This is an optimization exercise on Yosys and OpenROAD, whose aim is small area and a short achievable clock period, not a production implementation. Function was not checked in any run shown here: the RTL went through the layout flow alone. In runs 1 and 2 the design's own scripts or RTL, not TritonCTS, make the clock network. The clock input has no modelled driver; a real chip could not lean on it and would need a root buffer or a full tree. No activity file was given, so power comes from the tool's default toggle rates.

### design.v
module pio_ram_emu_responder (
  input  logic       clk,
  input  logic       rst_n,
  input  logic [1:0] rx_pins,
  output logic [1:0] tx_pins,
  output logic       busy,
  output logic       protocol_err
);
  logic        st_rd_q, st_wr_q;   
  logic [3:0]  cnt_q;              
  logic [7:0]  addr_q;             
  logic [15:0] data_q;             
  logic [1:0]  tx_q;
  logic        busy_q, err_q;
  logic [15:0] ring [0:15][0:15];   
  logic [3:0]  t_q;                 
  logic        pv_q;                
  logic [15:0] pdn_q;               
  logic [3:0]  pa_q;                
  logic [15:0] pring_q;             
  logic [3:0]  dpos_q;              
  logic        clq_q;               
  logic        cq_q;                
  logic        cport_q;             
  logic [1:0]  clr_q, set_q;        
  logic [15:0] rsel_q;              
  logic [3:0]  psel_q;              
  logic [63:0] sel_q;               
  logic [15:0] x_q;                 
  logic        capd_q;              
  logic        hitd_q;              
  wire in_frame = st_rd_q | st_wr_q;
  wire idle     = ~in_frame;
  logic [15:0] port_val;
  always_comb begin
    port_val = '0;
    for (int r = 0; r < 16; r++)
      for (int p = 0; p < 4; p++)
        port_val = port_val | ({16{sel_q[4*r+p]}} & ring[r][4*p]);
  end
  wire [3:0] rd_lo   = (cnt_q == 4'd3) ? {addr_q[1:0], rx_pins} : addr_q[3:0];
  wire       aligned = (rd_lo[1:0] + t_q[1:0]) == 2'b00;
  wire       cap     = st_rd_q & (cnt_q >= 4'd3) & (cnt_q <= 4'd6) & aligned;
  wire       hit     = pv_q & |(pring_q & rsel_q) & (pa_q == rd_lo);
  wire [15:0] w_val  = hitd_q ? ~pdn_q : x_q;
  wire [15:0] src    = capd_q ? w_val : data_q;
  wire wr_end = st_wr_q & (cnt_q == 4'd11);
  always_ff @(posedge clk) begin
    t_q <= t_q + 4'd1;
    for (int r = 0; r < 16; r++)
      for (int p = 0; p < 16; p++) begin
        if (p == 15 || p == 7)
          ring[r][p] <= ~(ring[r][p-1] | {16{clr_q[p == 7] & pring_q[r]}});
        else if (p == 0 || p == 8)
          ring[r][p] <= ~((pdn_q & {16{set_q[p == 8] & pring_q[r]}}) | ring[r][(p + 15) % 16]);
        else
          ring[r][p] <= ring[r][p-1];
      end
  end
  always_ff @(posedge clk) begin
    dpos_q  <= dpos_q + 4'd1;
    clq_q   <= pv_q & ~clq_q & ~cq_q & (dpos_q[2:0] == 3'd5);
    cq_q    <= clq_q;
    if (!clq_q) cport_q <= ~dpos_q[3] ^ (dpos_q[2:0] == 3'd7);
    if (cq_q) pv_q <= 1'b0;
    clr_q <= '0;
    set_q <= '0;
    if (pv_q & ~clq_q & ~cq_q & (dpos_q[2:0] == 3'd5))
      clr_q[~dpos_q[3] ^ (dpos_q[2:0] == 3'd7)] <= 1'b1;
    if (clq_q) set_q[cport_q] <= 1'b1;
    if (wr_end && rst_n) begin
      logic [3:0] d;
      d = addr_q[3:0] + t_q + 4'd1;
      pv_q    <= 1'b1;
      pdn_q   <= ~{data_q[13:0], rx_pins};
      pa_q    <= addr_q[3:0];
      for (int r = 0; r < 16; r++) pring_q[r] <= (addr_q[7:4] == 4'(r));
      dpos_q  <= d;
      clq_q   <= (d[2:0] == 3'd6);
      cq_q    <= 1'b0;
      cport_q <= ~d[3];
      clr_q   <= '0;
      set_q   <= '0;
      if (d[2:0] == 3'd6) clr_q[~d[3]] <= 1'b1;
    end
  end
  always_ff @(posedge clk) begin
    if (in_frame && cnt_q <= 4'd3) addr_q <= {addr_q[5:0], rx_pins};
    if (st_rd_q) begin
      if (cnt_q <= 4'd6) data_q <= src;
      else               data_q <= {src[13:0], 2'b00};
    end else begin
      data_q <= {data_q[13:0], rx_pins};
    end
    x_q    <= port_val;
    capd_q <= cap;
    hitd_q <= hit;
    if (cnt_q == 4'd1) begin
      for (int r = 0; r < 16; r++) rsel_q[r] <= ({addr_q[1:0], rx_pins} == 4'(r));
    end
    begin
      logic [1:0] pn;
      logic [3:0] pnext;
      pn = rx_pins + t_q[3:2] + 2'd1;
      if (cnt_q == 4'd2)          for (int p = 0; p < 4; p++) pnext[p] = (pn == 2'(p));
      else if (t_q[1:0] == 2'd0)  pnext = {psel_q[2:0], psel_q[3]};
      else                        pnext = psel_q;
      psel_q <= pnext;
      for (int r = 0; r < 16; r++)
        for (int p = 0; p < 4; p++) sel_q[4*r+p] <= rsel_q[r] & pnext[p];
    end
  end
  always_ff @(posedge clk) begin
    if (!rst_n) begin
      st_rd_q <= 1'b0;
      st_wr_q <= 1'b0;
      cnt_q   <= '0;
      tx_q    <= 2'b00;
      busy_q  <= 1'b0;
      err_q   <= 1'b0;
    end else begin
      tx_q <= 2'b00;
      if (idle) begin
        cnt_q   <= '0;
        st_rd_q <= (rx_pins == 2'b01);
        st_wr_q <= (rx_pins == 2'b10);
        busy_q  <= (rx_pins == 2'b01) | (rx_pins == 2'b10);
        if (rx_pins == 2'b11) err_q <= 1'b1;
      end else begin
        cnt_q <= cnt_q + 4'd1;
        if (wr_end) begin
          st_wr_q <= 1'b0;
          busy_q  <= 1'b0;
        end
        if (st_rd_q) begin
          if (cnt_q >= 4'd4 && rx_pins != 2'b00) err_q <= 1'b1;
          if (cnt_q == 4'd6) tx_q <= 2'b01;
          if (cnt_q >= 4'd7 && cnt_q <= 4'd14) tx_q <= src[15:14];
          if (cnt_q == 4'd15) begin
            st_rd_q <= 1'b0;
            busy_q  <= 1'b0;
          end
        end
      end
    end
  end
  assign tx_pins      = tx_q;
  assign busy         = busy_q;
  assign protocol_err = err_q;
endmodule
### flow/run.sh
#!/bin/bash
# ORFS's standard layout, with its clock tree built by flow/mytree.tcl instead of TritonCTS.
set -euo pipefail
here=$(pwd)
export PRE_CTS_TCL="$here/flow/pre_cts.tcl"
bash standard.sh > "$here/standard_flow.log" 2>&1
### flow/mytree.tcl
# Clock tree built top-down by recursive bisection of the flip-flop locations: the clock
# port drives ct_nroot root buffers; each root drives ct_nmid mid buffers (none if 0);
# each of those drives leaf buffers, each driving a compact cluster of at most
# ct_leaf_max flip-flop clock pins. Every path from the port passes the same number of buffers.
set ct_leaf_max  24
set ct_nroot     4
set ct_nmid      8
set ct_leaf_cell sky130_fd_sc_hd__clkbuf_16
set ct_mid_cell  sky130_fd_sc_hd__clkbuf_16
set ct_root_cell sky130_fd_sc_hd__clkbuf_16

# split a list of {x y payload} into m groups of near-equal size, cutting along the wider side
proc ct_split {pts m} {
  if {$m <= 1} { return [list $pts] }
  set xs [lsort -integer [lmap p $pts {lindex $p 0}]]
  set ys [lsort -integer [lmap p $pts {lindex $p 1}]]
  set k [expr {([lindex $xs end] - [lindex $xs 0]) >= ([lindex $ys end] - [lindex $ys 0]) ? 0 : 1}]
  set s [lsort -integer -index $k $pts]
  set m1 [expr {$m / 2}]
  set n1 [expr {int(round(double([llength $s]) * $m1 / $m))}]
  return [concat [ct_split [lrange $s 0 [expr {$n1 - 1}]] $m1] [ct_split [lrange $s $n1 end] [expr {$m - $m1}]]]
}

proc ct_centroid {pts} {
  set sx 0; set sy 0
  foreach p $pts { set sx [expr {$sx + [lindex $p 0]}]; set sy [expr {$sy + [lindex $p 1]}] }
  set n [llength $pts]
  return [list [expr {$sx / $n}] [expr {$sy / $n}]]
}

set ct_block [ord::get_db_block]
set ct_clk   [$ct_block findNet clk]
set ct_n 0
# a buffer of master cell at the centroid of pts, driving the payloads of pts (iterms), fed by net in
proc ct_buffer {cell pts in} {
  global ct_block ct_n
  lassign [ct_centroid $pts] cx cy
  set b [odb::dbInst_create $ct_block [[ord::get_db] findMaster $cell] "clkbuf_ct_$ct_n"]
  $b setLocation $cx $cy
  $b setPlacementStatus PLACED
  set net [odb::dbNet_create $ct_block "clknet_ct_$ct_n"]
  $net setSigType CLOCK
  incr ct_n
  foreach p $pts { set it [lindex $p 2]; $it disconnect; $it connect $net }
  [$b findITerm X] connect $net
  [$b findITerm A] connect $in
  return [list $cx $cy [$b findITerm A]]
}

set sinks {}
foreach it [$ct_clk getITerms] {
  set bb [[$it getInst] getBBox]
  lappend sinks [list [expr {([$bb xMin] + [$bb xMax]) / 2}] [expr {([$bb yMin] + [$bb yMax]) / 2}] $it]
}
set nmid [expr {max(1, $ct_nmid)}]
set ngroup [expr {$ct_nroot * $nmid}]
set nleaf [expr {([llength $sinks] + $ct_leaf_max - 1) / $ct_leaf_max}]
set nleaf [expr {(($nleaf + $ngroup - 1) / $ngroup) * $ngroup}]
puts "mytree: [llength $sinks] sinks, $ct_nroot roots, $ngroup groups, $nleaf leaves"

# bottom-up over the top-down partition, so each buffer sits at the centroid of what it drives
set tmpnet [odb::dbNet_create $ct_block "clknet_ct_tmp"]
set rootpts {}
foreach rg [ct_split $sinks $ct_nroot] {
  set midpts {}
  foreach mg [ct_split $rg $nmid] {
    set leafpts {}
    foreach lg [ct_split $mg [expr {$nleaf / $ngroup}]] {
      lappend leafpts [ct_buffer $ct_leaf_cell $lg $tmpnet]
    }
    if {$ct_nmid > 0} {
      lappend midpts [ct_buffer $ct_mid_cell $leafpts $tmpnet]
    } else {
      set midpts $leafpts
    }
  }
  lappend rootpts [ct_buffer $ct_root_cell $midpts $tmpnet]
}
foreach p $rootpts { set it [lindex $p 2]; $it disconnect; $it connect $ct_clk }
odb::dbNet_destroy $tmpnet
global_connect
set_propagated_clock [all_clocks]
puts "mytree: made $ct_n buffers"
### flow/pre_cts.tcl
# Replace TritonCTS with the clock tree in mytree.tcl; the rest of ORFS's CTS step
# (legalisation, timing repair) runs unchanged.
set ::mytree_script [file join [file dirname [file normalize [info script]]] mytree.tcl]
rename clock_tree_synthesis __orfs_clock_tree_synthesis
proc clock_tree_synthesis {args} {
  puts "clock_tree_synthesis replaced by $::mytree_script"
  uplevel #0 [list source $::mytree_script]
}
### standard.sh
#!/bin/bash
# synth_recipe.tcl (not shown) runs the flow's synth.tcl, then flattens the netlist and writes it again
# the make line also repeats each setting of config.mk as NAME=value (left out here)
make -C /OpenROAD-flow-scripts/flow DESIGN_CONFIG=/design/flow/config.mk WORK_HOME=/design/flow/orfs CLKGATE_MAP_FILE= SYNTH_SCRIPT=/design/flow/synth_recipe.tcl "${@:-finish}"
### config.mk
export PLATFORM = sky130hd
export DESIGN_NAME = pio_ram_emu_responder
export DESIGN_NICKNAME = pio_ram_emu_responder
export VERILOG_FILES = /design/flow/design.v
export SDC_FILE = /design/flow/constraint.sdc
export NUM_CORES = 4
export LEC_CHECK = 0
export CAP_MARGIN = 20
export CORE_MARGIN = 2
export CORE_UTILIZATION = 65
export SETUP_SLACK_MARGIN = 2.0
export SLEW_MARGIN = 20
### constraint.sdc
create_clock -name core_clock -period 4.0 [get_ports {clk}]
set_input_delay 0.8000 -clock core_clock [delete_from_list [all_inputs] [get_ports {clk}]]
set_output_delay 0.8000 -clock core_clock [all_outputs]
set_load 0.01 [all_outputs]
==> results.py, run 1 <==
metrics = {
    "floorplan": {
        "die_height_um": 397,
        "die_w_um": 397,
        "floorplan.initialDensity": 0.652,
        "floorplan.rows": 144,
        "dieArea_um2": 157000,
        "ios": 8,
        "core_area_um2": 154000,
    },
    "pwr": {
        "p_leak_nw": 44.4,
        "vdd.ir_drop.worst_v": 0.000450,
        "finalPower_w": 0.0739,
        "cellPowerDensity_nw_per_um2": 670,
    },
    "worst_setup_path": {
        "timing.setup.critical_path_class": "register to register",
        "critical_path.max_fanout": 16,
        "r2r_setup_slack_ns": 1.82,
        "critPathCaptureType": "register",
        "crit_required_ns": 4.50,
        "crit_path_start_kind": "register",
        "cp_data_arrival_time_ns": 2.67,
    },
    "run": {
        "cap_violations": 0,
    },
    "cts": {
        "cts_hold_buf": 0,
        "clk_transition_reported_paths_ns": 0.09,
        "clk_latency_ns": 0.63,
    },
    "synth": {
        "synth.cell_area_um2": 100000,
        "synthesis.instances": 6696,
        "synth_top_cells_by_area": "dfxtp_1, a21oi_1, a221oi_1",
        "synthDistinctLibCells": 51,
        "syn-mean-instance-area_um2": 15.0,
        "netlist_top_cells_count": "dfxtp_1, nor2_1, a21oi_1",
        "synth.ff_latch_count": 4284,
        "yosysMostFrequentCell": "dfxtp_1",
        "ys_seq_area_frac": 0.862,
        "async_reset_ff_frac": 0,
        "yosysTopAreaCellShare": 0.844,
        "primary_ff_master_synth": "dfxtp_1",
        "yosysTopAreaCell": "dfxtp_1",
        "number_of_warnings_issued_by_yosys": 2,
        "synth-edff-count": 61,
        "synth_nets": 6718,
    },
    "sta": {
        "timing.fmax_mhz": 459,
        "setup_violations": 0,
        "final.setup_skew_ns": 0.0382,
        "setup_tns_ns": 0,
        "worst-slew-pin-transition_ns": 1.28,
        "hold_ws_ns": 0.318,
        "timing.final.crit_period_ns": 2.18,
        "final-max-slew-violation-count": 0,
        "maxSlewHeadroom": 0.145,
        "layout_worst_path_cycle_share": 0.544,
        "finalHoldViolations": 0,
        "setup_repair_after_global_routing_missed_its_margin": "yes",
    },
    "drt": {
        "vias": 53155,
        "detailedRoute.firstPassIterationCount": 6,
        "drc": 0,
        "detail_route.wl_per_cell_um": 35.9,
        "drt-initial-drc-count": 6754,
        "postRouteWirelength_um": 318000,
        "vias_per_cell": 6.00,
        "detail-route-antenna-nets": 0,
    },
    "layout": {
        "layout-area-overhead-vs-synth_pct": 10.1,
        "final_layout_size_suffix_gt1_frac": 0.100,
        "nFillCells": 10240,
        "finish.net_count": 6832,
    },
    "global_route": {
        "grt_first_pass_wirelength_um": 414000,
        "number_of_antenna_violations_at_the_first_check_in_global_routing": 43,
        "first_global_vias": 48923,
        "grt_max_degree": 38,
        "global_route.overflow_total": 0,
        "grt_util_all_layers": 0.395,
    },
    "placed_design": {
        "place.gp.congestion": 0.901,
        "hpwl_after_detailed_placement_um": 187000,
        "place.port_buffers": 7,
    },
    "min_path": {
        "worst_hold_path_type": "register to register",
    },
    "run_status": {
        "outcome": "timing/DRC/antenna clean",
    },
}
==> area by class of cell <==
type / instances / area, um2 / share of cell area
Timing Repair inverter: 1 / 7.51 / 0.0000681
Tap cell: 2044 / 2560 / 0.0232
Sequential cell: 4284 / 86500 / 0.785
Timing Repair Buffer: 232 / 2400 / 0.0218
Multi-Input combinational cell: 2034 / 12900 / 0.117
Buffer: 228 / 5710 / 0.0517
Inverter: 29 / 113 / 0.00102
Antenna cell: 8 / 20.0 / 0.000182
==> flip-flops by register name, summed over array words and instances, names as in the netlist, 4 cells and up <==
register,cells
rsel_q,16
data_q,16
pring_q,16
sel_q,64
cnt_q,4
ring,4096
t_q,4
x_q,16
addr_q,8
pa_q,4
psel_q,4
pdn_q,16
dpos_q,4
==> critical path, stage by stage, from the launching register on <==
cell and delay, ns:
dfxtp_2 0.55, and2_2 0.98, buf_4 0.42, nor2_1 0.07
==> path summary, 6_finish.rpt <==
kind,start,endpoint,cells after the start
max,clr_q[1],ring[199][2],3
min,ring[77][14],ring[78][14],0
max reg2reg,clr_q[1],ring[199][2],3
min reg2reg,ring[77][14],ring[78][14],0
==> what timing repair did <==
action                     in CTS  in global routing
gates resized for setup       178                110
gates cloned                    1                  0
pin swaps                       4                 10
buffers inserted               48                 37
setup endpoints to repair     548                523
==> stage by stage <==
stage | cell area (um2) | setup WS [ns] | std cells | util
2_1_floorplan | 100000 | 2.00 | 6696 | -
3_3_place_gp | 103000 | 0.621 | 8537 | 0.668
3_5_place_dp | 103000 | 0.823 | 8538 | 0.668
4_1_cts | 109000 | 1.70 | 8815 | 0.713
5_1_grt | 110000 | 1.93 | 8853 | 0.718
6_report | 110000 | 1.82 | 8860 | 0.718
==> cells by family (layout without fill, tap and decap cells) <==
group           count (synthesis)  after routing  share of synthesized area
flops                        4284           4284                      0.862
other cells                     0              8                          0
compound gates               1092           1092                     0.0748
fa+ha+maj                      18             18                    0.00232
xor+xnor                       16             16                    0.00140
mux                            26             26                    0.00272
simple gates                  882            882                     0.0409
buf+inv                       378            490                     0.0155
==> layer usage <==
layer	vias up	wire (um)	track usage
met2	3255	132000	0.566
met5	-	297	0.00585
met1	26660	130000	0.560
met3	851	37000	0.102
li1	22363	-	-
met4	26	19200	0.197
==> placed cells by master (no fill, tap or decap), types with 5 or more instances in the layout <==
cell	count
a21oi_1	527
a221oi_1	195
a221oi_2	60
a22o_1	255
a22oi_1	11
a31oi_1	16
and2_1	68
and2_2	28
and2_4	36
and3_1	10
buf_12	31
buf_4	140
buf_6	35
buf_8	19
clkbuf_16	228
dfxtp_1	4151
dfxtp_2	40
dfxtp_4	32
diode_2	8
edfxtp_1	61
ha_1	15
inv_1	27
mux2i_1	25
nand2_1	24
nand2b_1	34
nand3_1	5
nand4_1	65
nor2_1	556
nor2b_1	10
nor3_1	13
or4_1	16
xnor2_1	8
xor2_1	5
==> power breakdown <==
group / switching (W) / internal [W]
clock network: 0.0125 / 0.0102
logic: 0.00511 / 0.00230
registers: 0.000710 / 0.0431
==> run 2, diff against run 1 <==
--- a/config.mk
+++ b/config.mk
@@ -10,3 +10,3 @@
 export CORE_UTILIZATION = 65
-export SETUP_SLACK_MARGIN = 2.0
+export SETUP_SLACK_MARGIN = 1.6
 export SLEW_MARGIN = 20
==> run 2 against run 1 <==
Largest power group unchanged. Core utilization down 1.1 points. Register-to-register slack worse by 0.40 ns. Critical endpoint is now ring[80][4]. Still clean on timing, DRC and antenna. Clock skew increased by 0.0053 ns.
==> results.py, run 2 <==
metrics = {
    "synth": {
        "yosysMostFrequentCell": "dfxtp_1",
        "synthDistinctLibCells": 51,
        "netlist_top_cells_count": "dfxtp_1, nor2_1, a21oi_1",
        "yosysTopAreaCell": "dfxtp_1",
        "syn-mean-instance-area_um2": 15.0,
        "synth_top_cells_by_area": "dfxtp_1, a21oi_1, a221oi_1",
        "synth.cell_area_um2": 100000,
        "yosysTopAreaCellShare": 0.844,
        "synth_nets": 6718,
        "ys_seq_area_frac": 0.862,
        "primary_ff_master_synth": "dfxtp_1",
        "synth.ff_latch_count": 4284,
        "synth-edff-count": 61,
        "number_of_warnings_issued_by_yosys": 2,
        "synthesis.instances": 6696,
        "async_reset_ff_frac": 0,
    },
    "pwr": {
        "vdd.ir_drop.worst_v": 0.000510,
        "p_leak_nw": 43.7,
        "cellPowerDensity_nw_per_um2": 673,
        "finalPower_w": 0.0730,
    },
    "min_path": {
        "min_delay_worst_endpoint": "ring[62][1]",
        "worst_hold_path_type": "register to register",
        "min_delay_path_depth": 0,
        "timing.hold.worst.start": "ring[61][1]",
    },
    "floorplan": {
        "floorplan.rows": 144,
        "die_w_um": 397,
        "core_area_um2": 154000,
        "dieArea_um2": 157000,
        "floorplan.initialDensity": 0.652,
        "die_height_um": 397,
        "ios": 8,
    },
    "worst_setup_path": {
        "reg2reg_depth": 3,
        "timing.setup.critical_path_class": "register to register",
        "critical_path.max_fanout": 16,
        "cp_data_arrival_time_ns": 3.03,
        "crit_required_ns": 4.45,
        "r2r_setup_slack_ns": 1.42,
        "r2r_end": "ring[80][4]",
        "critical_path.reg2reg.startpoint": "set_q[0]",
        "crit_path_start_kind": "register",
        "critPathCaptureType": "register",
    },
    "drt": {
        "detail-route-antenna-nets": 0,
        "vias": 53389,
        "detailedRoute.firstPassIterationCount": 6,
        "drc": 0,
        "postRouteWirelength_um": 317000,
        "vias_per_cell": 6.06,
        "detail_route.wl_per_cell_um": 36.0,
        "drt-initial-drc-count": 7431,
    },
    "global_route": {
        "grt_util_all_layers": 0.394,
        "number_of_antenna_violations_at_the_first_check_in_global_routing": 50,
        "global_route.overflow_total": 0,
        "first_global_vias": 48395,
        "grt_max_degree": 38,
        "grt_first_pass_wirelength_um": 412000,
    },
    "sta": {
        "setup_violations": 0,
        "layout_worst_path_cycle_share": 0.645,
        "maxSlewHeadroom": 0.143,
        "setup_repair_after_global_routing_missed_its_margin": "yes",
        "finalHoldViolations": 0,
        "timing.final.crit_period_ns": 2.58,
        "final-max-slew-violation-count": 0,
        "final.setup_skew_ns": 0.0435,
        "worst-slew-pin-transition_ns": 1.29,
        "setup_tns_ns": 0,
        "timing.fmax_mhz": 388,
    },
    "layout": {
        "finish.instance_area_um2": 109000,
        "finish.net_count": 6759,
        "reg_top3": "ring (4096), sel_q (64)",
        "multiInputGateArea_um2": 12400,
        "sequential_cell_area_um2": 86500,
        "layout_common_cells": "dfxtp_1, nor2_1, a21oi_1",
        "top_register": "ring",
        "layout-area-overhead-vs-synth_pct": 8.41,
        "final_common_cell": "dfxtp_1",
        "nFillCells": 10555,
        "layoutNonFillerInstCount": 8808,
        "flip_flop_count_of_the_largest_register_after_layout": 4096,
        "final_layout_size_suffix_gt1_frac": 0.0781,
    },
    "run": {
        "cap_violations": 0,
    },
    "run_status": {
        "outcome": "timing/DRC/antenna clean",
    },
    "placed_design": {
        "place.port_buffers": 7,
        "hpwl_after_detailed_placement_um": 186000,
        "place.gp.congestion": 0.900,
        "post_placement_cell_area_um2": 103000,
        "placed_cell_count": 8542,
    },
    "cts": {
        "clk_transition_reported_paths_ns": 0.09,
        "clk_latency_ns": 0.62,
    },
}
## run 2: cell counts after synthesis
Identical to the previous run, type by type.
## run 2: final cells by class
cell class                 count  area share
buffer                       228      0.0526
timing repair buffer         160      0.0115
multi-input combinational   2034       0.114
tap                         2044      0.0236
sequential                  4284       0.796
antenna                       29    0.000668
inverter                      29     0.00103
## run 2: logic make-up after synthesis
| kind of cell | after synthesis | share of synthesized area |
|---|---|---|
| AND/OR/NAND/NOR | 882 | 0.0409 |
| flip-flops | 4284 | 0.862 |
| multiplexers | 26 | 0.00272 |
| XOR/XNOR | 16 | 0.00140 |
| adder cells (fa/ha/maj) | 18 | 0.00232 |
| AO/OA/AOI/OAI | 1092 | 0.0748 |
| buffers and inverters | 378 | 0.0155 |
## run 2: layer usage
| layer | vias up | wire [um] | track usage |
|---|---|---|---|
| li1 | 22202 | - | - |
| met1 | 26716 | 127000 | 0.566 |
| met2 | 3590 | 131000 | 0.560 |
| met3 | 851 | 40100 | 0.102 |
| met4 | 30 | 18700 | 0.188 |
| met5 | - | 202 | 0 |
## run 2: metrics by stage
| step | setup WS, ns | util | hold WS (ns) |
|---|---|---|---|
| 2_1_floorplan | 1.70 | - | 0.310 |
| 3_3_place_gp | 0.389 | 0.668 | 0.309 |
| 3_5_place_dp | 0.563 | 0.668 | 0.312 |
| 4_1_cts | 1.55 | 0.706 | 0.308 |
| 5_1_grt | 1.50 | 0.707 | 0.324 |
| 6_report | 1.42 | 0.707 | 0.298 |
## run 2: worst max-delay path by stage
stage	startpoint	to	cells after the start
floorplan	cnt_q[1]	clr_q[0]	7
CTS	rx_pins[0]	sel_q[45]	7
global route	set_q[0]	ring[80][4]	3
detailed placement	rx_pins[0]	sel_q[45]	7
global placement	rx_pins[0]	sel_q[16]	7
finish	set_q[0]	ring[80][4]	3
## run 2: power breakdown
part,internal (W),switching (W)
sequential,0.0430,0.00114
clock,0.0102,0.0125
combinational,0.00157,0.00459
total,0.0548,0.0182
## run 2: repair_timing
action	CTS	global route
setup buffers	2	7
hold buffers	0	0
pin swaps	1	0
setup endpoints to repair	85	139
resized for setup	13	16
## run 2: critical path, stage by stage, from the launching register on
cell and delay (ns):
dfxtp_1 0.78, and2_2 1.14, buf_4 0.35, a21oi_1 0.08
==> run 3, diff against run 2 <==
==> design.v (replaced) <==
module pio_ram_emu_responder (
  input  logic       clk,
  input  logic       rst_n,
  input  logic [1:0] rx_pins,
  output logic [1:0] tx_pins,
  output logic       busy,
  output logic       protocol_err
);
  logic       st_rd_q, st_wr_q;    
  logic [3:0] cnt_q;               
  logic [7:0] addr_q;
  logic [15:0] data_q;
  logic [1:0] tx_q;
  logic       busy_q, err_q;
  logic [15:0] ring [0:15][0:15];   
  logic [3:0]  t_q;                 
  logic        pv_q;
  logic [7:0]  pa_q;
  logic [15:0] pd_q;
  logic [3:0]  dpos_q;              
  logic [15:0] rsel_q;              
  logic [3:0]  psel_q;              
  wire in_frame = st_rd_q | st_wr_q;
  wire idle     = ~in_frame;
  wire cap_e4   = st_rd_q & (cnt_q == 4'd3) & ((rx_pins + t_q[1:0]) == 2'b00);
  wire cap_late = st_rd_q & (cnt_q >= 4'd4) & (cnt_q <= 4'd6) & ((addr_q[1:0] + t_q[1:0]) == 2'b00);
  wire cap      = cap_e4 | cap_late;
  wire [7:0] rd_addr = (cnt_q == 4'd3) ? {addr_q[5:0], rx_pins} : addr_q;
  wire hit      = pv_q & (pa_q == rd_addr);
  logic [15:0] port_val;
  always_comb begin
    port_val = '0;
    for (int r = 0; r < 16; r++)
      for (int p = 0; p < 4; p++)
        port_val = port_val | ({16{rsel_q[r] & psel_q[p]}} & ring[r][4*p]);
  end
  wire commit = pv_q & (dpos_q[2:0] == 3'd7);
  wire cport  = ~dpos_q[3];         
  wire wr_end = st_wr_q & (cnt_q == 4'd11);
  always_ff @(posedge clk) begin
    t_q <= t_q + 4'd1;
    for (int r = 0; r < 16; r++)
      for (int p = 0; p < 16; p++) begin
        if ((p == 0 || p == 8) && commit && (pa_q[7:4] == 4'(r)) && (cport == (p == 8)))
          ring[r][p] <= pd_q;
        else
          ring[r][p] <= ring[r][(p + 15) % 16];
      end
  end
  always_ff @(posedge clk) begin
    dpos_q <= dpos_q + 4'd1;
    if (commit) pv_q <= 1'b0;
    if (wr_end && rst_n) begin
      pv_q   <= 1'b1;
      pa_q   <= addr_q;
      pd_q   <= {data_q[13:0], rx_pins};
      dpos_q <= addr_q[3:0] + t_q + 4'd1;
    end
  end
  always_ff @(posedge clk) begin
    if (in_frame && cnt_q <= 4'd3) addr_q <= {addr_q[5:0], rx_pins};
    if (cap)                         data_q <= hit ? pd_q : port_val;
    else if (!(st_rd_q && cnt_q <= 4'd6)) data_q <= {data_q[13:0], rx_pins};
    if (cnt_q == 4'd1) begin
      for (int r = 0; r < 16; r++) rsel_q[r] <= ({addr_q[1:0], rx_pins} == 4'(r));
    end
    begin
      logic [1:0] a32, pn;
      a32 = (cnt_q == 4'd2) ? rx_pins : addr_q[1:0];
      if (cnt_q >= 4'd3) a32 = addr_q[3:2];
      if (cnt_q == 4'd3) a32 = addr_q[1:0];
      pn = a32 + t_q[3:2] + 2'd1;
      for (int p = 0; p < 4; p++) psel_q[p] <= (pn == 2'(p));
    end
  end
  always_ff @(posedge clk) begin
    if (!rst_n) begin
      st_rd_q <= 1'b0;
      st_wr_q <= 1'b0;
      cnt_q   <= '0;
      tx_q    <= 2'b00;
      busy_q  <= 1'b0;
      err_q   <= 1'b0;
    end else begin
      tx_q <= 2'b00;
      if (idle) begin
        cnt_q   <= '0;
        st_rd_q <= (rx_pins == 2'b01);
        st_wr_q <= (rx_pins == 2'b10);
        busy_q  <= (rx_pins == 2'b01) | (rx_pins == 2'b10);
        if (rx_pins == 2'b11) err_q <= 1'b1;
      end else begin
        cnt_q <= cnt_q + 4'd1;
        if (st_wr_q && cnt_q == 4'd11) begin
          st_wr_q <= 1'b0;
          busy_q  <= 1'b0;
        end
        if (st_rd_q) begin
          if (cnt_q >= 4'd4 && rx_pins != 2'b00) err_q <= 1'b1;
          if (cnt_q == 4'd6) tx_q <= 2'b01;
          if (cnt_q >= 4'd7 && cnt_q <= 4'd14) tx_q <= data_q[15:14];
          if (cnt_q == 4'd15) begin
            st_rd_q <= 1'b0;
            busy_q  <= 1'b0;
          end
        end
      end
    end
  end
  assign tx_pins      = tx_q;
  assign busy         = busy_q;
  assign protocol_err = err_q;
endmodule
==> run.sh (new file) <==
#!/bin/bash
# synth_recipe.tcl (not shown) runs the flow's synth.tcl, then flattens the netlist and writes it again
# the make line also repeats each setting of config.mk as NAME=value (left out here)
make -C /OpenROAD-flow-scripts/flow DESIGN_CONFIG=/design/flow/config.mk WORK_HOME=/design/flow/orfs CLKGATE_MAP_FILE= SYNTH_SCRIPT=/design/flow/synth_recipe.tcl finish
--- a/config.mk
+++ b/config.mk
@@ -9,4 +9,3 @@
 export CORE_MARGIN = 2
-export CORE_UTILIZATION = 65
-export SETUP_SLACK_MARGIN = 1.6
+export CORE_UTILIZATION = 40
 export SLEW_MARGIN = 20
removed: flow/run.sh
removed: flow/mytree.tcl
removed: flow/pre_cts.tcl
removed: standard.sh
==> run 3 against run 2 <==
Sequential share of layout area down 6.7 points. Flip-flop and latch count decreased by 101. Critical path type unchanged. Clock power grew 59%. Power is 7.9% higher. Worst setup slack worse by 1.0 ns. Global-route usage shrank 20 points. Die area up 59%. Largest cell class unchanged. Synthesized area is 1.7% lower.
==> results.py, run 3 <==
metrics = {
    "placed_design": {
        "placed_cell_count": 9083,
        "hpwl_after_detailed_placement_um": 141000,
        "place.gp.congestion": 0.824,
        "place.port_buffers": 7,
        "post_placement_cell_area_um2": 103000,
    },
    "floorplan": {
        "floorplan.rows": 182,
        "floorplan.initialDensity": 0.401,
        "die_height_um": 500,
        "die_w_um": 500,
        "ios": 8,
        "dieArea_um2": 250000,
        "core_area_um2": 245000,
    },
    "synth": {
        "synth_top_cells_by_area": "dfxtp_1, mux2_2, a22oi_1",
        "synthesis.instances": 5960,
        "syn-mean-instance-area_um2": 16.5,
        "synth.ff_latch_count": 4183,
        "synthDistinctLibCells": 67,
        "synth_nets": 5981,
        "synth-edff-count": 64,
        "synth.cell_area_um2": 98500,
        "ys_seq_area_frac": 0.857,
        "yosysTopAreaCellShare": 0.837,
        "primary_ff_master_synth": "dfxtp_1",
        "number_of_warnings_issued_by_yosys": 2,
        "yosysMostFrequentCell": "dfxtp_1",
        "yosysTopAreaCell": "dfxtp_1",
        "netlist_top_cells_count": "dfxtp_1, mux2_2, a22oi_1",
        "async_reset_ff_frac": 0,
    },
    "sta": {
        "hold_ws_ns": 0.281,
        "finalHoldViolations": 0,
        "setup_repair_after_global_routing_missed_its_margin": "no",
        "setup_tns_ns": 0,
        "setup_violations": 0,
        "maxSlewHeadroom": 0.274,
        "final-max-slew-violation-count": 0,
        "worst-slew-pin-transition_ns": 1.09,
        "layout_worst_path_cycle_share": 0.897,
        "timing.fmax_mhz": 279,
        "timing.final.crit_period_ns": 3.59,
        "final.setup_skew_ns": 0.0700,
    },
    "global_route": {
        "global_route.overflow_total": 0,
        "grt_max_degree": 56,
        "grt_util_all_layers": 0.189,
        "grt_first_pass_wirelength_um": 340000,
        "first_global_vias": 47037,
        "number_of_antenna_violations_at_the_first_check_in_global_routing": 16,
    },
    "drt": {
        "postRouteWirelength_um": 241000,
        "detail-route-antenna-nets": 0,
        "vias": 46319,
        "drt-initial-drc-count": 4166,
        "vias_per_cell": 4.75,
        "detailedRoute.firstPassIterationCount": 6,
        "detail_route.wl_per_cell_um": 24.7,
        "drc": 0,
    },
    "layout": {
        "layout_common_cells": "dfxtp_1, mux2_2, clkbuf_16",
        "layoutNonFillerInstCount": 9752,
        "layout-area-overhead-vs-synth_pct": 17.5,
        "final_util": 0.472,
        "final_layout_size_suffix_gt1_frac": 0.199,
        "final_common_cell": "dfxtp_1",
        "top_register": "ring",
        "finish.instance_area_um2": 116000,
        "flip_flop_count_of_the_largest_register_after_layout": 4096,
        "finish.net_count": 6267,
    },
    "cts": {
        "cts_root_buf": "clkbuf_16",
        "postCtsSetupRepairBufs": 0,
        "numCtsBuffers": 381,
        "htree_num_levels": 5,
        "clk_transition_reported_paths_ns": 0.07,
        "cts.repair.resized": 0,
        "cts_hold_buf": 0,
        "tritoncts_num_sinks": 4183,
        "cts-root-to-sink-buffers": 4,
        "clk_latency_ns": 0.97,
        "clock_tree_from_tritoncts": "yes",
    },
    "worst_setup_path": {
        "critical_path.max_fanout": 29,
        "critical_path.reg2reg.startpoint": "rsel_q[5]",
        "crit_path_start_kind": "register",
        "timing.setup.critical_path_class": "register to register",
        "slowest_delay_ns": 0.92,
        "reg2reg_depth": 8,
        "crit_chain": "buf_4 -> a22oi_1 -> a21oi_1 -> a211oi_1 -> nand4_1 -> a2111oi_1 -> buf_4 -> a21oi_1",
        "critPathCaptureType": "register",
        "r2r_end": "data_q[9]",
        "critPathTopFamily": "compound AO/OA/AOI/OAI gates",
        "r2r_setup_slack_ns": 0.41,
        "cp.buffers_inverters": 2,
        "crit_required_ns": 4.73,
        "cp_data_arrival_time_ns": 4.32,
        "critical_path.slowest_cell": "a2111oi_1",
    },
    "min_path": {
        "worst_hold_path_type": "register to register",
        "timing.hold.worst.start": "ring[162][10]",
        "min_delay_worst_endpoint": "ring[163][10]",
        "min_delay_path_depth": 0,
    },
    "run": {
        "cap_violations": 0,
    },
    "pwr": {
        "sw_share": 0.199,
        "combPwrFrac": 0.009,
        "cellPowerDensity_nw_per_um2": 681,
        "power.net_switching_w": 0.0157,
        "power.sequential.fraction": 0.532,
        "internal-power_w": 0.0632,
        "vdd.ir_drop.worst_v": 0.000550,
        "p_leak_nw": 45.5,
        "clock_network_fraction_of_design_power": 0.459,
    },
    "run_status": {
        "outcome": "timing/DRC/antenna clean",
    },
}
run 3: logic make-up after synthesis:
group,Yosys count,share of synthesized area
and+or+nand+nor,288,0.0156
xor gates and xnor gates,23,0.00220
buffers and inverters,259,0.0102
AOI/OAI and AO/OA,673,0.0537
muxes,517,0.0591
adders and majority gates,17,0.00224
DFF,4183,0.857
run 3: power groups by stage:
stage / logic [W] / clock network [W] / registers (W)
2_1_floorplan: 0.000297 / 0 / 0.0428
3_5_place_dp: 0.000702 / 0 / 0.0429
6_report: 0.000719 / 0.0361 / 0.0419
3_3_place_gp: 0.000697 / 0 / 0.0429
5_1_grt: 0.000717 / 0.0383 / 0.0419
4_1_cts: 0.000704 / 0.0366 / 0.0419
run 3: worst max-delay path by stage:
stage,to,from,cells after the start
4_1_cts,data_q[9],rsel_q[5],8
3_5_place_dp,data_q[9],rsel_q[5],8
3_3_place_gp,data_q[9],rsel_q[5],8
6_report,data_q[9],rsel_q[5],8
2_1_floorplan,dpos_q[1],rst_n,3
5_1_grt,data_q[12],rsel_q[7],8
run 3: final cells by class:
class                           count  area (um2)
Inverter                           24        90.1
Clock buffer                      563       11400
Sequential cell                  4183       84400
Tap cell                         3220        4030
Multi-Input combinational cell   1518       13300
Clock inverter                    105        1220
Fill cell                       20557      130000
Antenna cell                        1        2.50
Timing Repair Buffer              138        1320
run 3: metal layers:
layer / vias up / GRT usage / wire [um]
met1: 23363 / 0.264 / 111000
met2: 1573 / 0.292 / 107000
met4: 8 / 0.0668 / 7590
met5: - / 0 / 88
met3: 414 / 0.0382 / 15400
li1: 20961 / - / -
run 3: stage by stage:
| stage | power (W) | setup slack [ns] |
|---|---|---|
| after global placement | 0.0436 | 0.402 |
| after global routing | 0.0809 | 0.429 |
| final | 0.0788 | 0.411 |
| after floorplan | 0.0431 | 0.514 |
| after CTS | 0.0792 | 0.382 |
| after detailed placement | 0.0436 | 0.380 |
==> run 4, diff against run 3 <==
--- a/config.mk
+++ b/config.mk
@@ -9,3 +9,6 @@
 export CORE_MARGIN = 2
-export CORE_UTILIZATION = 40
+export CORE_UTILIZATION = 65
+export CTS_CLUSTER_DIAMETER = 60
+export CTS_CLUSTER_SIZE = 30
+export SETUP_SLACK_MARGIN = 1.8
 export SLEW_MARGIN = 20
==> run 4 against run 3 <==
Still clean on timing, DRC and antenna. Core utilization rose by 27 points. Synthesized cell count is the same. Critical path depth stayed put. Clock skew fell by 0.045 ns. Synthesized area unchanged. Power decreased by 18%. Die area is 38% lower. Critical endpoint is now data_q[12].
==> results.py, run 4 <==
metrics = {
    "cts": {
        "htree_num_levels": 4,
        "cts-root-to-sink-buffers": 3,
        "numCtsBuffers": 174,
        "cts_hold_buf": 0,
        "clk_transition_reported_paths_ns": 0.11,
        "tritoncts_num_sinks": 4183,
        "clock_tree_from_tritoncts": "yes",
        "clk_latency_ns": 0.83,
        "cts_root_buf": "clkbuf_16",
    },
    "sta": {
        "setup_repair_after_global_routing_missed_its_margin": "yes",
        "worst-slew-pin-transition_ns": 0.800,
        "setup_tns_ns": 0,
        "layout_worst_path_cycle_share": 0.693,
        "timing.fmax_mhz": 361,
        "maxSlewHeadroom": 0.464,
        "final-max-slew-violation-count": 0,
        "timing.final.crit_period_ns": 2.77,
        "finalHoldViolations": 0,
        "setup_violations": 0,
        "final.setup_skew_ns": 0.0249,
    },
    "synth": {
        "synth_top_cells_by_area": "dfxtp_1, mux2_2, a22oi_1",
        "yosysMostFrequentCell": "dfxtp_1",
        "synth.cell_area_um2": 98500,
        "yosysTopAreaCellShare": 0.837,
        "number_of_warnings_issued_by_yosys": 2,
        "ys_seq_area_frac": 0.857,
        "primary_ff_master_synth": "dfxtp_1",
        "synthesis.instances": 5960,
        "yosysTopAreaCell": "dfxtp_1",
        "synth.ff_latch_count": 4183,
        "synthDistinctLibCells": 67,
        "synth-edff-count": 64,
        "async_reset_ff_frac": 0,
        "netlist_top_cells_count": "dfxtp_1, mux2_2, a22oi_1",
        "syn-mean-instance-area_um2": 16.5,
        "synth_nets": 5981,
    },
    "floorplan": {
        "die_height_um": 393,
        "dieArea_um2": 155000,
        "floorplan.initialDensity": 0.656,
        "core_area_um2": 150000,
        "floorplan.rows": 142,
        "die_w_um": 393,
        "ios": 8,
    },
    "layout": {
        "finish.net_count": 6248,
        "final_common_cell": "dfxtp_1",
        "finish.instance_area_um2": 111000,
        "final_layout_size_suffix_gt1_frac": 0.203,
        "layout_common_cells": "dfxtp_1, mux2_2, a22oi_1",
        "layoutNonFillerInstCount": 8343,
        "layout-area-overhead-vs-synth_pct": 12.5,
        "top_register": "ring",
        "flip_flop_count_of_the_largest_register_after_layout": 4096,
        "final_util": 0.738,
    },
    "worst_setup_path": {
        "reg2reg_depth": 8,
        "critical_path.slowest_cell": "nor4_4",
        "r2r_end": "data_q[12]",
        "slowest_delay_ns": 0.51,
        "critical_path.reg2reg.startpoint": "rsel_q[7]",
        "r2r_setup_slack_ns": 1.23,
        "critPathTopFamily": "buffers and inverters",
        "crit_path_start_kind": "register",
        "crit_chain": "buf_12 -> clkinvlp_4 -> o22ai_1 -> a221oi_1 -> nand4_1 -> nor4_4 -> buf_4 -> a21oi_2",
        "cp_data_arrival_time_ns": 3.36,
        "crit_required_ns": 4.59,
        "critical_path.max_fanout": 4,
        "timing.setup.critical_path_class": "register to register",
        "cp.buffers_inverters": 3,
        "critPathCaptureType": "register",
    },
    "drt": {
        "detail_route.wl_per_cell_um": 29.7,
        "detailedRoute.firstPassIterationCount": 6,
        "drc": 0,
        "drt-initial-drc-count": 5014,
        "vias_per_cell": 5.60,
        "detail-route-antenna-nets": 0,
        "postRouteWirelength_um": 248000,
        "vias": 46731,
    },
    "placed_design": {
        "post_placement_cell_area_um2": 102000,
        "place.port_buffers": 7,
        "placed_cell_count": 7882,
        "place.gp.congestion": 0.844,
        "hpwl_after_detailed_placement_um": 140000,
    },
    "pwr": {
        "vdd.ir_drop.worst_v": 0.000497,
        "cellPowerDensity_nw_per_um2": 586,
        "p_leak_nw": 43.8,
    },
    "min_path": {
        "min_delay_path_depth": 0,
        "timing.hold.worst.start": "ring[27][3]",
        "min_delay_worst_endpoint": "ring[28][3]",
        "worst_hold_path_type": "register to register",
    },
    "global_route": {
        "grt_max_degree": 46,
        "grt_first_pass_wirelength_um": 337000,
        "first_global_vias": 44793,
        "grt_util_all_layers": 0.316,
        "global_route.overflow_total": 0,
        "number_of_antenna_violations_at_the_first_check_in_global_routing": 9,
    },
    "run_status": {
        "outcome": "timing/DRC/antenna clean",
    },
    "run": {
        "cap_violations": 0,
    },
}
[run 4: changes by cell type in the layout (fill, tap and decap cells not counted), sizes merged, moves of 6 or more]
cell | previous run | this run
clkinv | 61 | 35
bufinv | 24 | 9
clkbuf | 563 | 206
clkdlybuf4s50 | 7 | 1
bufbuf | 0 | 7
inv | 31 | 45
buf | 131 | 310
[run 4: timing repair]
| action | in CTS | in global routing |
|---|---|---|
| cloned | 15 | 6 |
| pin swaps | 66 | 54 |
| setup endpoints to repair | 516 | 219 |
| setup buffers | 116 | 48 |
| gates resized for setup | 220 | 87 |
[run 4: layout make-up]
type	count	area, um2
inverters	24	126
repair buffers	326	4000
multi-input cells	1518	14100
well taps	2016	2520
clock inverters	74	937
fillers	9415	39400
flip-flops and latches	4183	84400
clock buffers	200	4710
diodes	2	5.00
[run 4: worst register-to-register path: cells and delay by family (launching register included)]
family	cells	cell delay (ns)
buf+inv	3	0.79
simple gates	2	0.71
compound gates	3	0.54
flops	1	0.48
[run 4: through the flow]
step                      hold WS, ns  total power [W]  setup WS (ns)
after floorplan                 0.310           0.0431           1.47
after global placement          0.310           0.0436          0.210
after detailed placement        0.312           0.0436          0.261
final                           0.318           0.0650           1.23
after CTS                       0.313           0.0650           1.38
after global routing            0.318           0.0667           1.24
[run 4: per-layer routing]
metal  share of wire  wire length, um  vias to the layer above  GRT usage
met2            0.43           107000                     1735      0.466
met3           0.071            17500                      404     0.0557
met1            0.46           115000                    23823      0.474
met5        0.000085               21                        -          0
li1                -                -                    20765          -
met4           0.036             8930                        4      0.106
[run 4: power breakdown]
part	switching (W)	leakage, nW	total (W)	internal, W
Clock	0.0127	2.77	0.0220	0.00935
Combinational	0.000753	7.22	0.00106	0.000304
Sequential	0.000105	33.8	0.0419	0.0418
Total	0.0135	43.8	0.0650	0.0514
[run 4: cells by family (layout without fill, tap and decap cells)]
family          count (synthesis)  count (layout)  share of synthesized area
compound gates                673             673                     0.0537
xor+xnor                       23              23                    0.00220
fa+ha+maj                      17              17                    0.00224
buf+inv                       259             624                     0.0102
flops                        4183            4183                      0.857
mux                           517             517                     0.0591
other cells                     0               2                          0
simple gates                  288             288                     0.0156
[run 4: how the worst max path moves through the flow]
stage / from / end / slack, ns / cells past startpoint
after floorplan: rx_pins[1] / data_q[9] / 1.47 / 7
after global placement: rsel_q[10] / data_q[12] / 0.21 / 8
after detailed placement: rx_pins[0] / data_q[0] / 0.26 / 8
after CTS: rsel_q[13] / data_q[12] / 1.38 / 8
after global routing: rsel_q[2] / data_q[12] / 1.24 / 8
final: rsel_q[7] / data_q[12] / 1.23 / 8
==> run 5, diff against run 4 <==
--- a/config.mk
+++ b/config.mk
@@ -10,4 +10,4 @@
 export CORE_UTILIZATION = 65
-export CTS_CLUSTER_DIAMETER = 60
-export CTS_CLUSTER_SIZE = 30
+export CTS_BUF_LIST = sky130_fd_sc_hd__clkbuf_8
+export CTS_CLUSTER_SIZE = 20
 export SETUP_SLACK_MARGIN = 1.8
==> run 5 against run 4 <==
Cell area grew 5.1%. Routed wire length grew 2.5%. Die area is the same. Core utilization grew 3.8 points. Sequential share of layout area shrank 3.7 points. Flip-flop and latch count is the same. Clock power grew 47%. Cell count grew 8.7%. Largest cell class unchanged.
==> results.py, run 5 <==
metrics = {
    "run_status": {
        "outcome": "timing/DRC/antenna clean",
    },
    "synth": {
        "yosys.area_share.adder": 0.00224,
        "yosys.area_share.simple": 0.0156,
        "synth_nets": 5981,
        "post_synth_xor_area_fraction": 0.00220,
        "synth.ff_latch_count": 4183,
        "post_synthesis_mux_area_share": 0.0591,
        "yosysTopAreaCellShare": 0.837,
        "number_of_warnings_issued_by_yosys": 2,
        "synth.cell_area_um2": 98500,
        "netlist_top_cells_count": "dfxtp_1, mux2_2, a22oi_1",
        "synthDistinctLibCells": 67,
        "async_reset_ff_frac": 0,
        "synthesis.instances": 5960,
        "synth_top_cells_by_area": "dfxtp_1, mux2_2, a22oi_1",
        "synth_compound_gate_area_share": 0.0537,
        "synth-edff-count": 64,
        "yosysMostFrequentCell": "dfxtp_1",
        "synth_top_family_by_area": "multiplexers",
        "ys_seq_area_frac": 0.857,
        "syn-mean-instance-area_um2": 16.5,
        "primary_ff_master_synth": "dfxtp_1",
        "yosysTopAreaCell": "dfxtp_1",
    },
    "layout": {
        "layout_common_cells": "dfxtp_1, clkbuf_8, mux2_2",
        "flip_flop_count_of_the_largest_register_after_layout": 4096,
        "final_layout_size_suffix_gt1_frac": 0.256,
        "nFillCells": 8861,
        "final_common_cell": "dfxtp_1",
        "finish.net_count": 6647,
        "layout-area-overhead-vs-synth_pct": 18.2,
        "top_register": "ring",
    },
    "drt": {
        "vias_per_cell": 5.44,
        "detail-route-antenna-nets": 0,
        "vias": 49345,
        "detail_route.wl_per_cell_um": 28.0,
        "drc": 0,
        "detailedRoute.firstPassIterationCount": 6,
        "postRouteWirelength_um": 254000,
        "drt-initial-drc-count": 4703,
    },
    "sta": {
        "setup_violations": 0,
        "setup_repair_after_global_routing_missed_its_margin": "yes",
        "setup_tns_ns": 0,
        "final.setup_skew_ns": 0.0670,
        "layout_worst_path_cycle_share": 0.711,
        "worst-slew-pin-transition_ns": 0.851,
        "timing.fmax_mhz": 352,
        "timing.final.crit_period_ns": 2.84,
        "final-max-slew-violation-count": 0,
        "maxSlewHeadroom": 0.433,
        "finalHoldViolations": 0,
    },
    "pwr": {
        "sw_share": 0.210,
        "internal-power_w": 0.0594,
        "clock_network_fraction_of_design_power": 0.430,
        "p_leak_nw": 47.6,
        "finalPower_w": 0.0753,
        "power.net_switching_w": 0.0158,
        "power.sequential.fraction": 0.557,
        "combPwrFrac": 0.013,
        "cellPowerDensity_nw_per_um2": 646,
        "vdd.ir_drop.worst_v": 0.000553,
    },
    "cts": {
        "htree_num_levels": 6,
        "clk_transition_reported_paths_ns": 0.07,
        "cts-root-to-sink-buffers": 4,
        "clk_latency_ns": 1.03,
        "tritoncts_num_sinks": 4183,
        "cts_root_buf": "clkbuf_8",
        "clock_tree_from_tritoncts": "yes",
        "numCtsBuffers": 603,
    },
    "floorplan": {
        "core_area_um2": 150000,
        "die_height_um": 393,
        "dieArea_um2": 155000,
        "floorplan.initialDensity": 0.656,
        "ios": 8,
        "die_w_um": 393,
        "floorplan.rows": 142,
    },
    "run": {
        "cap_violations": 0,
    },
    "worst_setup_path": {
        "timing.setup.critical_path_class": "register to register",
        "critPathCaptureType": "register",
        "critical_path.max_fanout": 7,
        "crit_required_ns": 4.73,
        "cp_data_arrival_time_ns": 3.57,
        "crit_path_start_kind": "register",
    },
    "placed_design": {
        "hpwl_after_detailed_placement_um": 140000,
        "place.port_buffers": 7,
        "place.gp.congestion": 0.844,
    },
    "global_route": {
        "global_route.overflow_total": 0,
        "grt_first_pass_wirelength_um": 345000,
        "first_global_vias": 48644,
        "number_of_antenna_violations_at_the_first_check_in_global_routing": 9,
        "grt_util_all_layers": 0.320,
        "grt_max_degree": 49,
    },
    "min_path": {
        "worst_hold_path_type": "register to register",
    },
}
run 5: cell counts after synthesis:
No cell type changed its count.
run 5: worst paths after layout:
kind	slack, ns	cells past startpoint	to	start
worst max-delay path	1.16	8	data_q[12]	rsel_q[13]
worst min-delay path	0.29	0	ring[35][1]	ring[34][1]
worst max register to register	1.16	8	data_q[12]	rsel_q[13]
worst min register to register	0.29	0	ring[35][1]	ring[34][1]
run 5: area by class of cell:
| cell class | instances | area [um2] | share of cell area |
|---|---|---|---|
| inverter | 24 | 130 | 0.00112 |
| antenna | 2 | 5.00 | 0.0000430 |
| sequential | 4183 | 84400 | 0.725 |
| multi-input combinational | 1518 | 14000 | 0.120 |
| timing repair buffer | 296 | 3550 | 0.0305 |
| tap | 2016 | 2520 | 0.0217 |
| clock buffer | 758 | 10400 | 0.0896 |
| clock inverter | 274 | 1340 | 0.0115 |
run 5: cell families after synthesis:
logic type | count (synthesis)
compound gates | 673
xor+xnor | 23
fa+ha+maj | 17
buf+inv | 259
flops | 4183
mux | 517
simple gates | 288
run 5: what timing repair did:
action	CTS	global route
buffers inserted	91	47
resized for setup	187	100
cloned	8	9
endpoints found under the setup margin	502	275
hold buffers	0	0
pin swaps	45	51
run 5: per-layer routing:
metal  up-vias  wire length, um  GRT usage
met2      2180           112000      0.478
met3       443            19900     0.0666
li1      21857                -          -
met1     24863           114000      0.467
met5         -               13          0
met4         2             8620      0.110
run 5: stage by stage:
stage | hold slack, ns | setup slack, ns | utilization | instances | area, um2
6_report | 0.288 | 1.16 | 0.775 | 9071 | 116000
5_1_grt | 0.293 | 1.13 | 0.775 | 9070 | 116000
3_5_place_dp | 0.312 | 0.261 | 0.678 | 7882 | 102000
4_1_cts | 0.284 | 1.26 | 0.769 | 9013 | 115000
3_3_place_gp | 0.310 | 0.210 | 0.678 | 7881 | 102000
2_1_floorplan | 0.310 | 1.47 | - | 5960 | 98500
run 5: power groups by stage:
stage,combinational [W],clock [W],sequential (W)
4_1_cts,0.000895,0.0327,0.0419
2_1_floorplan,0.000298,0,0.0428
3_5_place_dp,0.000719,0,0.0429
3_3_place_gp,0.000711,0,0.0429
6_report,0.000981,0.0323,0.0419
5_1_grt,0.000969,0.0346,0.0419
run 5: worst max-delay path, stage by stage (launching register included):
cell and delay [ns]:
edfxtp_1 0.52, clkbuf_16 0.25, a222oi_1 0.41, nor2_1 0.13, a221oi_2 0.26, nand4_1 0.18
nor4_4 0.48, buf_4 0.24, a21oi_2 0.06

-- re-timing with driven ports --
How much do the figures lean on ideal ports? The routed layouts below were timed once more, with nothing changed but the port constraints.
Step 1, drivers: a clkbuf_16 drives clk and a buf_2 each remaining input, both assumed.
Step 2 moves the port delays by t, midway between the first and last clock arrival at a register: inputs arrive t later, outputs are due t later. That takes back most of the time a late clock gives input paths.
Three values: no drivers, after step 1, after step 2; two values: the first two.
run	t (ns)	setup slack, ns	worst setup path at the end	worst data-port slew with drivers (ns)
run 1	0.815	1.823 / 1.819 / 1.549	input to register	0.03
run 2	0.801	1.422 / 1.421 / 1.239	input to register	0.03
run 3	1.020	0.411 / 0.411 / 0.411	register to register	0.03
run 4	0.911	1.226 / 1.226 / 0.743	input to register	0.08
run 5	1.064	1.155 / 1.155 / 0.482	input to register	0.09
After both steps setup and hold are still met in every run listed. For run 5, which loses most, drivers alone change the setup slack by 0.000 ns; drivers and shift together by -0.673 ns.
